This design comes from an exercise in tuning for small area, a short achievable clock period and few clock cycles per item on the open sky130 flow, not from production work. At most, simulation tests tie the RTL to the original design; equivalence was not proved. Power is estimated from default activity; no workload was simulated.

==> module div_add, before the edit <==
module div_add #(
  parameter int W = 32
) (
  input  wire  [W-1:0] a,
  input  wire  [W-1:0] b,
  input  wire          cin,
  output logic [W-1:0] sum,
  output logic         cout
);
  localparam int LV = (W < 32) ? 5 : (W < 64) ? 6 : 7;   
  logic [LV:0][W:0] g;
  logic [LV:0][W:0] p;
  assign g[0] = {a & b, cin};
  assign p[0] = {a ^ b, 1'b0};
  for (genvar l = 0; l < LV; l++) begin : g_lvl
    for (genvar i = 0; i <= W; i++) begin : g_bit
      if ((i >> l) % 2 == 1) begin : g_op
        assign g[l+1][i] = g[l][i] | (p[l][i] & g[l][((i >> l) << l) - 1]);
        assign p[l+1][i] = p[l][i] & p[l][((i >> l) << l) - 1];
      end else begin : g_pass
        assign g[l+1][i] = g[l][i];
        assign p[l+1][i] = p[l][i];
      end
    end
  end
  assign sum  = p[0][W:1] ^ g[LV][W-1:0];
  assign cout = g[LV][W];
endmodule
==> module div_operand_prep, before the edit <==
module div_operand_prep (
  input  wire                          CLK,
  input  wire                          RST_N,
  input  wire  [div_pkg::DATA_W-1:0]   req_a,
  input  wire  [div_pkg::DATA_W-1:0]   req_b,
  input  wire  [1:0]                   req_op,
  input  wire                          accept,   
  input  wire                          take,     
  output logic [div_pkg::DATA_W-1:0]   rem,      
  output logic [div_pkg::DVS_W-1:0]    dvs,      
  output logic [div_pkg::CNT_W-1:0]    cnt,      
  output logic                         q_ones,   
  output logic                         neg,      
  output logic                         op_rem,
  output logic                         valid
);
  localparam int DW = div_pkg::DATA_W;
  localparam int QB = div_pkg::QB;
  logic [DW-1:0]             in_a, in_b;     
  logic [6:0]                in_t;           
  logic                      in_b_p2;
  logic                      in_a_neg, in_b_neg, in_dz, in_rem;
  logic                      sgn, a_neg, b_neg, a_p2, b_p2;
  logic [DW-1:0]             ya, yb, a_mag, b_mag;
  logic [5:0]                la, lb;
  logic [6:0]                t, k;
  logic                      none;
  assign sgn   = ~req_op[div_pkg::OP_UNSGN_BIT];
  assign a_neg = sgn & req_a[DW-1];
  assign b_neg = sgn & req_b[DW-1];
  assign ya    = req_a ^ {DW{a_neg}};
  assign yb    = req_b ^ {DW{b_neg}};
  div_lzc u_lza (.x(ya), .n(la));
  div_lzc u_lzb (.x(yb), .n(lb));
  always_comb begin
    a_p2 = a_neg;
    b_p2 = b_neg;
    for (int i = 0; i < DW-1; i++) begin
      a_p2 = a_p2 & (ya[i] | ~ya[i+1]);
      b_p2 = b_p2 & (yb[i] | ~yb[i+1]);
    end
  end
  div_add #(.W(7)) u_t (.a({1'b0, lb}), .b(~{1'b0, la}), .cin(a_p2),  .sum(t), .cout());
  div_add #(.W(7)) u_k (.a(in_t),       .b(7'd0),        .cin(~in_b_p2), .sum(k), .cout());
  always_ff @(posedge CLK) begin
    if (!RST_N) begin
      valid <= 1'b0;
    end else if (accept) begin
      valid <= 1'b1;
    end else if (take) begin
      valid <= 1'b0;
    end
  end
  always_ff @(posedge CLK) begin
    if (accept) begin
      in_a     <= ya;
      in_b     <= yb;
      in_t     <= t;
      in_b_p2  <= b_p2;
      in_a_neg <= a_neg;
      in_b_neg <= b_neg;
      in_dz    <= (req_b == '0);
      in_rem   <= req_op[div_pkg::OP_REM_BIT];
    end
  end
  div_cinc #(.W(DW)) u_inca (.x(in_a), .inc(in_a_neg), .y(a_mag));
  div_cinc #(.W(DW)) u_incb (.x(in_b), .inc(in_b_neg), .y(b_mag));
  assign rem    = a_mag;
  assign none   = in_dz | k[6];
  assign dvs    = ({{QB{1'b0}}, b_mag} << (k[4:0] | 5'd1)) | {(DW+QB){none}};
  assign cnt    = none ? '0 : k[5:1];
  assign q_ones = in_dz & ~in_rem;
  assign neg    = in_rem ? in_a_neg : (in_a_neg ^ in_b_neg) & ~in_dz;
  assign op_rem = in_rem;
endmodule
==> module div_cinc, before the edit <==
module div_cinc #(
  parameter int W = 32
) (
  input  wire  [W-1:0] x,
  input  wire          inc,
  output logic [W-1:0] y
);
  localparam int LV = (W <= 32) ? 5 : 6;   
  logic [LV:0][W-1:0] a;
  assign a[0] = {x[W-2:0], 1'b1};
  for (genvar l = 0; l < LV; l++) begin : g_lvl
    for (genvar i = 0; i < W; i++) begin : g_bit
      if ((i >> l) % 2 == 1) begin : g_op
        assign a[l+1][i] = a[l][i] & a[l][((i >> l) << l) - 1];
      end else begin : g_pass
        assign a[l+1][i] = a[l][i];
      end
    end
  end
  assign y = x ^ ({W{inc}} & a[LV]);
endmodule
==> module div_cneg, before the edit <==
module div_cneg #(
  parameter int W = 32
) (
  input  wire  [W-1:0] x,
  input  wire          neg,
  output logic [W-1:0] y
);
  localparam int LV = (W <= 32) ? 5 : 6;   
  logic [LV:0][W-1:0] o;
  assign o[0] = {x[W-2:0], 1'b0};
  for (genvar l = 0; l < LV; l++) begin : g_lvl
    for (genvar i = 0; i < W; i++) begin : g_bit
      if ((i >> l) % 2 == 1) begin : g_op
        assign o[l+1][i] = o[l][i] | o[l][((i >> l) << l) - 1];
      end else begin : g_pass
        assign o[l+1][i] = o[l][i];
      end
    end
  end
  assign y = x ^ ({W{neg}} & o[LV]);
endmodule
Settings: LEC_CHECK=0, CAP_MARGIN=20, CORE_MARGIN=2, CORE_UTILIZATION=65, SETUP_SLACK_MARGIN=1.0, SLEW_MARGIN=20; clock period 5.5 ns.
run.sh (not shown) runs the stock make flow with config.mk's settings and CLKGATE_MAP_FILE= SYNTH_SCRIPT=/design/flow/synth_recipe.tcl, a recipe that flattens the netlist after the stock synthesis.
Testbench counts at the start, summed over its fixed seeds: cycles 51,178, items 16,000.
Rerun with:
--- a/flow/design.v
+++ b/flow/design.v
@@ -31,13 +31,13 @@
   logic [LV:0][W:0] p;
   assign g[0] = {a & b, cin};
   assign p[0] = {a ^ b, 1'b0};
   for (genvar l = 0; l < LV; l++) begin : g_lvl
     for (genvar i = 0; i <= W; i++) begin : g_bit
-      if ((i >> l) % 2 == 1) begin : g_op
-        assign g[l+1][i] = g[l][i] | (p[l][i] & g[l][((i >> l) << l) - 1]);
-        assign p[l+1][i] = p[l][i] & p[l][((i >> l) << l) - 1];
+      if (i >= (1 << l)) begin : g_op
+        assign g[l+1][i] = g[l][i] | (p[l][i] & g[l][i - (1 << l)]);
+        assign p[l+1][i] = p[l][i] & p[l][i - (1 << l)];
       end else begin : g_pass
         assign g[l+1][i] = g[l][i];
         assign p[l+1][i] = p[l][i];
       end
     end
@@ -168,12 +168,11 @@
   output logic                         valid
 );
   localparam int DW = div_pkg::DATA_W;
   localparam int QB = div_pkg::QB;
   logic [DW-1:0]             in_a, in_b;     
-  logic [6:0]                in_t;           
-  logic                      in_b_p2;
+  logic [6:0]                in_k;           
   logic                      in_a_neg, in_b_neg, in_dz, in_rem;
   logic                      sgn, a_neg, b_neg, a_p2, b_p2;
   logic [DW-1:0]             ya, yb, a_mag, b_mag;
   logic [5:0]                la, lb;
   logic [6:0]                t, k;
@@ -192,11 +191,11 @@
       a_p2 = a_p2 & (ya[i] | ~ya[i+1]);
       b_p2 = b_p2 & (yb[i] | ~yb[i+1]);
     end
   end
   div_add #(.W(7)) u_t (.a({1'b0, lb}), .b(~{1'b0, la}), .cin(a_p2),  .sum(t), .cout());
-  div_add #(.W(7)) u_k (.a(in_t),       .b(7'd0),        .cin(~in_b_p2), .sum(k), .cout());
+  div_add #(.W(7)) u_k (.a(t),          .b(7'd0),        .cin(~b_p2), .sum(k), .cout());
   always_ff @(posedge CLK) begin
     if (!RST_N) begin
       valid <= 1'b0;
     end else if (accept) begin
       valid <= 1'b1;
@@ -206,24 +205,23 @@
   end
   always_ff @(posedge CLK) begin
     if (accept) begin
       in_a     <= ya;
       in_b     <= yb;
-      in_t     <= t;
-      in_b_p2  <= b_p2;
+      in_k     <= k;
       in_a_neg <= a_neg;
       in_b_neg <= b_neg;
       in_dz    <= (req_b == '0);
       in_rem   <= req_op[div_pkg::OP_REM_BIT];
     end
   end
   div_cinc #(.W(DW)) u_inca (.x(in_a), .inc(in_a_neg), .y(a_mag));
   div_cinc #(.W(DW)) u_incb (.x(in_b), .inc(in_b_neg), .y(b_mag));
   assign rem    = a_mag;
-  assign none   = in_dz | k[6];
-  assign dvs    = ({{QB{1'b0}}, b_mag} << (k[4:0] | 5'd1)) | {(DW+QB){none}};
-  assign cnt    = none ? '0 : k[5:1];
+  assign none   = in_dz | in_k[6];
+  assign dvs    = ({{QB{1'b0}}, b_mag} << (in_k[4:0] | 5'd1)) | {(DW+QB){none}};
+  assign cnt    = none ? '0 : in_k[5:1];
   assign q_ones = in_dz & ~in_rem;
   assign neg    = in_rem ? in_a_neg : (in_a_neg ^ in_b_neg) & ~in_dz;
   assign op_rem = in_rem;
 endmodule
 `default_nettype wire
@@ -272,12 +270,12 @@
   localparam int LV = (W <= 32) ? 5 : 6;   
   logic [LV:0][W-1:0] a;
   assign a[0] = {x[W-2:0], 1'b1};
   for (genvar l = 0; l < LV; l++) begin : g_lvl
     for (genvar i = 0; i < W; i++) begin : g_bit
-      if ((i >> l) % 2 == 1) begin : g_op
-        assign a[l+1][i] = a[l][i] & a[l][((i >> l) << l) - 1];
+      if (i >= (1 << l)) begin : g_op
+        assign a[l+1][i] = a[l][i] & a[l][i - (1 << l)];
       end else begin : g_pass
         assign a[l+1][i] = a[l][i];
       end
     end
   end
@@ -293,12 +291,12 @@
   localparam int LV = (W <= 32) ? 5 : 6;   
   logic [LV:0][W-1:0] o;
   assign o[0] = {x[W-2:0], 1'b0};
   for (genvar l = 0; l < LV; l++) begin : g_lvl
     for (genvar i = 0; i < W; i++) begin : g_bit
-      if ((i >> l) % 2 == 1) begin : g_op
-        assign o[l+1][i] = o[l][i] | o[l][((i >> l) << l) - 1];
+      if (i >= (1 << l)) begin : g_op
+        assign o[l+1][i] = o[l][i] | o[l][i - (1 << l)];
       end else begin : g_pass
         assign o[l+1][i] = o[l][i];
       end
     end
   end
- The changed run completed without violations
- clock power barely changes
- final cell count increases by 6.1%
- design area rises by 5.0%
- sequential share of layout area is lower by 1.7 points
- setup slack degrades by 0.13 ns
- routed wire length rises by 12%
Testbench counts after the change, summed over its fixed seeds: cycles 51,178, items 16,000.


== before ==
div_top, a different RTL version from the one above (not shown whole).
For scale: ~2300 cells after synthesis, ~220 flip-flops, ~100 I/O pins.
==> module div_operand_prep, before the edit <==
module div_operand_prep (
  input  wire                          CLK,
  input  wire                          RST_N,
  input  wire  [div_pkg::DATA_W-1:0]   req_a,
  input  wire  [div_pkg::DATA_W-1:0]   req_b,
  input  wire  [1:0]                   req_op,
  input  wire                          accept,   
  input  wire                          take,     
  output logic [div_pkg::DATA_W-1:0]   rem,      
  output logic [div_pkg::DVS_W-1:0]    dvs,      
  output logic                         run,      
  output logic [div_pkg::CNT_W-1:0]    cnt,      
  output logic                         q_ones,   
  output logic                         neg,      
  output logic                         op_rem,
  output logic                         valid
);
  localparam int DW = div_pkg::DATA_W;
  localparam int QB = div_pkg::QB;
  logic [DW-1:0]             in_a, in_b;     
  logic [6:0]                in_k;           
  logic                      in_a_neg, in_b_neg, in_dz, in_rem;
  logic                      sgn, a_neg, b_neg, a_p2, b_p2;
  logic [DW-1:0]             ya, yb, a_mag, b_mag;
  logic [5:0]                la, lb;
  logic [6:0]                t, k;
  assign sgn   = ~req_op[div_pkg::OP_UNSGN_BIT];
  assign a_neg = sgn & req_a[DW-1];
  assign b_neg = sgn & req_b[DW-1];
  assign ya    = req_a ^ {DW{a_neg}};
  assign yb    = req_b ^ {DW{b_neg}};
  div_lzc u_lza (.x(ya), .n(la));
  div_lzc u_lzb (.x(yb), .n(lb));
  always_comb begin
    a_p2 = a_neg;
    b_p2 = b_neg;
    for (int i = 0; i < DW-1; i++) begin
      a_p2 = a_p2 & (ya[i] | ~ya[i+1]);
      b_p2 = b_p2 & (yb[i] | ~yb[i+1]);
    end
  end
  div_add #(.W(7)) u_t (.a({1'b0, lb}), .b(~{1'b0, la}), .cin(a_p2),  .sum(t), .cout());
  div_add #(.W(7)) u_k (.a(t),          .b(7'd0),        .cin(~b_p2), .sum(k), .cout());
  always_ff @(posedge CLK) begin
    if (!RST_N) begin
      valid <= 1'b0;
    end else if (accept) begin
      valid <= 1'b1;
    end else if (take) begin
      valid <= 1'b0;
    end
  end
  always_ff @(posedge CLK) begin
    if (accept) begin
      in_a     <= ya;
      in_b     <= yb;
      in_k     <= k;
      in_a_neg <= a_neg;
      in_b_neg <= b_neg;
      in_dz    <= (req_b == '0);
      in_rem   <= req_op[div_pkg::OP_REM_BIT];
    end
  end
  div_cinc #(.W(DW)) u_inca (.x(in_a), .inc(in_a_neg), .y(a_mag));
  div_cinc #(.W(DW)) u_incb (.x(in_b), .inc(in_b_neg), .y(b_mag));
  assign rem    = a_mag;
  assign dvs    = {{QB{1'b0}}, b_mag} << (in_k[4:0] | 5'd1);
  assign run    = ~(in_dz | in_k[6]);
  assign cnt    = in_k[5:1];
  assign q_ones = in_dz & ~in_rem;
  assign neg    = in_rem ? in_a_neg : (in_a_neg ^ in_b_neg) & ~in_dz;
  assign op_rem = in_rem;
endmodule
==> flow/config.mk <==
export PLATFORM = sky130hd
export DESIGN_NAME = div_top
export DESIGN_NICKNAME = div_top
export VERILOG_FILES = /design/flow/design.v
export SDC_FILE = /design/flow/constraint.sdc
export NUM_CORES = 4
export LEC_CHECK = 0
export CAP_MARGIN = 20
export CORE_MARGIN = 2
export CORE_UTILIZATION = 40
export SETUP_SLACK_MARGIN = 1.0
export SLEW_MARGIN = 20
==> flow/constraint.sdc <==
create_clock -name core_clock -period 5.5 [get_ports {CLK}]
set_input_delay 1.1000 -clock core_clock [delete_from_list [all_inputs] [get_ports {CLK}]]
set_output_delay 1.1000 -clock core_clock [all_outputs]
set_load 0.01 [all_outputs]
Every stage of the flow completed for before, and the final layout passed the timing, DRC and antenna checks.
For after, these inputs were changed with respect to before:
--- a/flow/design.v
+++ b/flow/design.v
@@ -171,62 +171,62 @@
   output logic                         valid
 );
   localparam int DW = div_pkg::DATA_W;
   localparam int QB = div_pkg::QB;
   logic [DW-1:0]             in_a, in_b;     
-  logic [6:0]                in_k;           
   logic                      in_a_neg, in_b_neg, in_dz, in_rem;
-  logic                      sgn, a_neg, b_neg, a_p2, b_p2;
-  logic [DW-1:0]             ya, yb, a_mag, b_mag;
+  logic                      sgn, a_neg, b_neg, dz, op_r, a_p2, b_p2;
+  logic [DW-1:0]             a_mag, b_mag;
   logic [5:0]                la, lb;
   logic [6:0]                t, k;
-  assign sgn   = ~req_op[div_pkg::OP_UNSGN_BIT];
-  assign a_neg = sgn & req_a[DW-1];
-  assign b_neg = sgn & req_b[DW-1];
-  assign ya    = req_a ^ {DW{a_neg}};
-  assign yb    = req_b ^ {DW{b_neg}};
-  div_lzc u_lza (.x(ya), .n(la));
-  div_lzc u_lzb (.x(yb), .n(lb));
-  always_comb begin
-    a_p2 = a_neg;
-    b_p2 = b_neg;
-    for (int i = 0; i < DW-1; i++) begin
-      a_p2 = a_p2 & (ya[i] | ~ya[i+1]);
-      b_p2 = b_p2 & (yb[i] | ~yb[i+1]);
-    end
-  end
-  div_add #(.W(7)) u_t (.a({1'b0, lb}), .b(~{1'b0, la}), .cin(a_p2),  .sum(t), .cout());
-  div_add #(.W(7)) u_k (.a(t),          .b(7'd0),        .cin(~b_p2), .sum(k), .cout());
+  logic                      none;
   always_ff @(posedge CLK) begin
     if (!RST_N) begin
       valid <= 1'b0;
     end else if (accept) begin
       valid <= 1'b1;
     end else if (take) begin
       valid <= 1'b0;
     end
   end
+  assign sgn   = ~req_op[div_pkg::OP_UNSGN_BIT];
+  assign a_neg = sgn & req_a[DW-1];
+  assign b_neg = sgn & req_b[DW-1];
   always_ff @(posedge CLK) begin
     if (accept) begin
-      in_a     <= ya;
-      in_b     <= yb;
-      in_k     <= k;
+      in_a     <= req_a ^ {DW{a_neg}};
+      in_b     <= req_b ^ {DW{b_neg}};
       in_a_neg <= a_neg;
       in_b_neg <= b_neg;
       in_dz    <= (req_b == '0);
       in_rem   <= req_op[div_pkg::OP_REM_BIT];
     end
   end
+  assign op_r = in_rem;
+  assign dz   = in_dz;
   div_cinc #(.W(DW)) u_inca (.x(in_a), .inc(in_a_neg), .y(a_mag));
   div_cinc #(.W(DW)) u_incb (.x(in_b), .inc(in_b_neg), .y(b_mag));
+  div_lzc u_lza (.x(in_a), .n(la));
+  div_lzc u_lzb (.x(in_b), .n(lb));
+  always_comb begin
+    a_p2 = in_a_neg;
+    b_p2 = in_b_neg;
+    for (int i = 0; i < DW-1; i++) begin
+      a_p2 = a_p2 & (in_a[i] | ~in_a[i+1]);
+      b_p2 = b_p2 & (in_b[i] | ~in_b[i+1]);
+    end
+  end
+  div_add #(.W(7)) u_t (.a({1'b0, lb}), .b(~{1'b0, la}), .cin(a_p2),  .sum(t), .cout());
+  div_add #(.W(7)) u_k (.a(t),          .b(7'd0),        .cin(~b_p2), .sum(k), .cout());
+  assign none   = dz | k[6];
   assign rem    = a_mag;
-  assign dvs    = {{QB{1'b0}}, b_mag} << (in_k[4:0] | 5'd1);
-  assign run    = ~(in_dz | in_k[6]);
-  assign cnt    = in_k[5:1];
-  assign q_ones = in_dz & ~in_rem;
-  assign neg    = in_rem ? in_a_neg : (in_a_neg ^ in_b_neg) & ~in_dz;
-  assign op_rem = in_rem;
+  assign dvs    = {{QB{1'b0}}, b_mag} << (k[4:0] | 5'd1);
+  assign run    = ~none;
+  assign cnt    = k[5:1];
+  assign q_ones = dz & ~op_r;
+  assign neg    = op_r ? in_a_neg : (in_a_neg ^ in_b_neg) & ~dz;
+  assign op_rem = op_r;
 endmodule
 `default_nettype wire
 `default_nettype none
 module div_lzc (
   input  wire  [31:0] x,
--- outcome ---
- Compare before and after | total detailed-routing wirelength lower: before
- Summary of after over before: critical path depth in cells went down by 3, synthesis-to-layout area growth went down by 1.2 points, biggest fanout along the worst timing path went up by 8.
- Across both runs, clock distribution area overhead in the final layout was higher for after than for before.
- Looking only at footprint of the multi-input gates, and setting everything else aside, the higher value of before and after goes to after.
- Taking before as the reference point, the proportion of synthesized chip area in sequential cells of after falls by 1.1 points.
- Any difference in starting utilization of the core area between after and before is small enough to ignore.
- When after is set beside before, its number of clock buffer instances in the layout turns out to be 15 smaller.
Function was not checked in any run of this note: the RTL went through the layout flow alone.

## afterwards: timing with drivers on the ports
The flow's constraints put no driver on any port. The routed layouts listed below were extracted and timed again, unchanged, in two steps.
Step 1: set_driving_cell puts a clkbuf_16 on CLK and a buf_2 on each other input, an assumption about the parent block.
Step 2 times the ports against the registers' clock, not the clock port: input delays grow and output delays shrink by t, the midpoint of the rising clock arrivals with the driver on.
Slacks: no drivers / after step 1 / after step 2; pairs: no drivers / after step 1.
| run | shift t [ns] | setup slack, ns | hold slack, ns | clock arrival spread, ns | worst register clock-pin slew, ns |
|---|---|---|---|---|---|
| the first run of note 1 | 0.603 | 1.076 / 1.076 / 0.563 | 0.421 / 0.421 / 0.421 | 0.028 / 0.028 | 0.07 / 0.07 |
| the second run of note 1 | 0.605 | 0.943 / 0.980 / 0.375 | 0.438 / 0.438 / 0.438 | 0.025 / 0.026 | 0.07 / 0.07 |
| before | 0.617 | 1.042 / 1.067 / 0.450 | 0.492 / 0.492 / 0.492 | 0.017 / 0.018 | 0.07 / 0.07 |
| after | 0.639 | 1.013 / 1.013 / 1.013 | 0.504 / 0.504 / 0.504 | 0.021 / 0.021 | 0.07 / 0.07 |
After both steps every run listed still meets setup and hold. The setup slack of before, which loses most, moves by +0.025 ns with the drivers and by -0.592 ns with both steps.
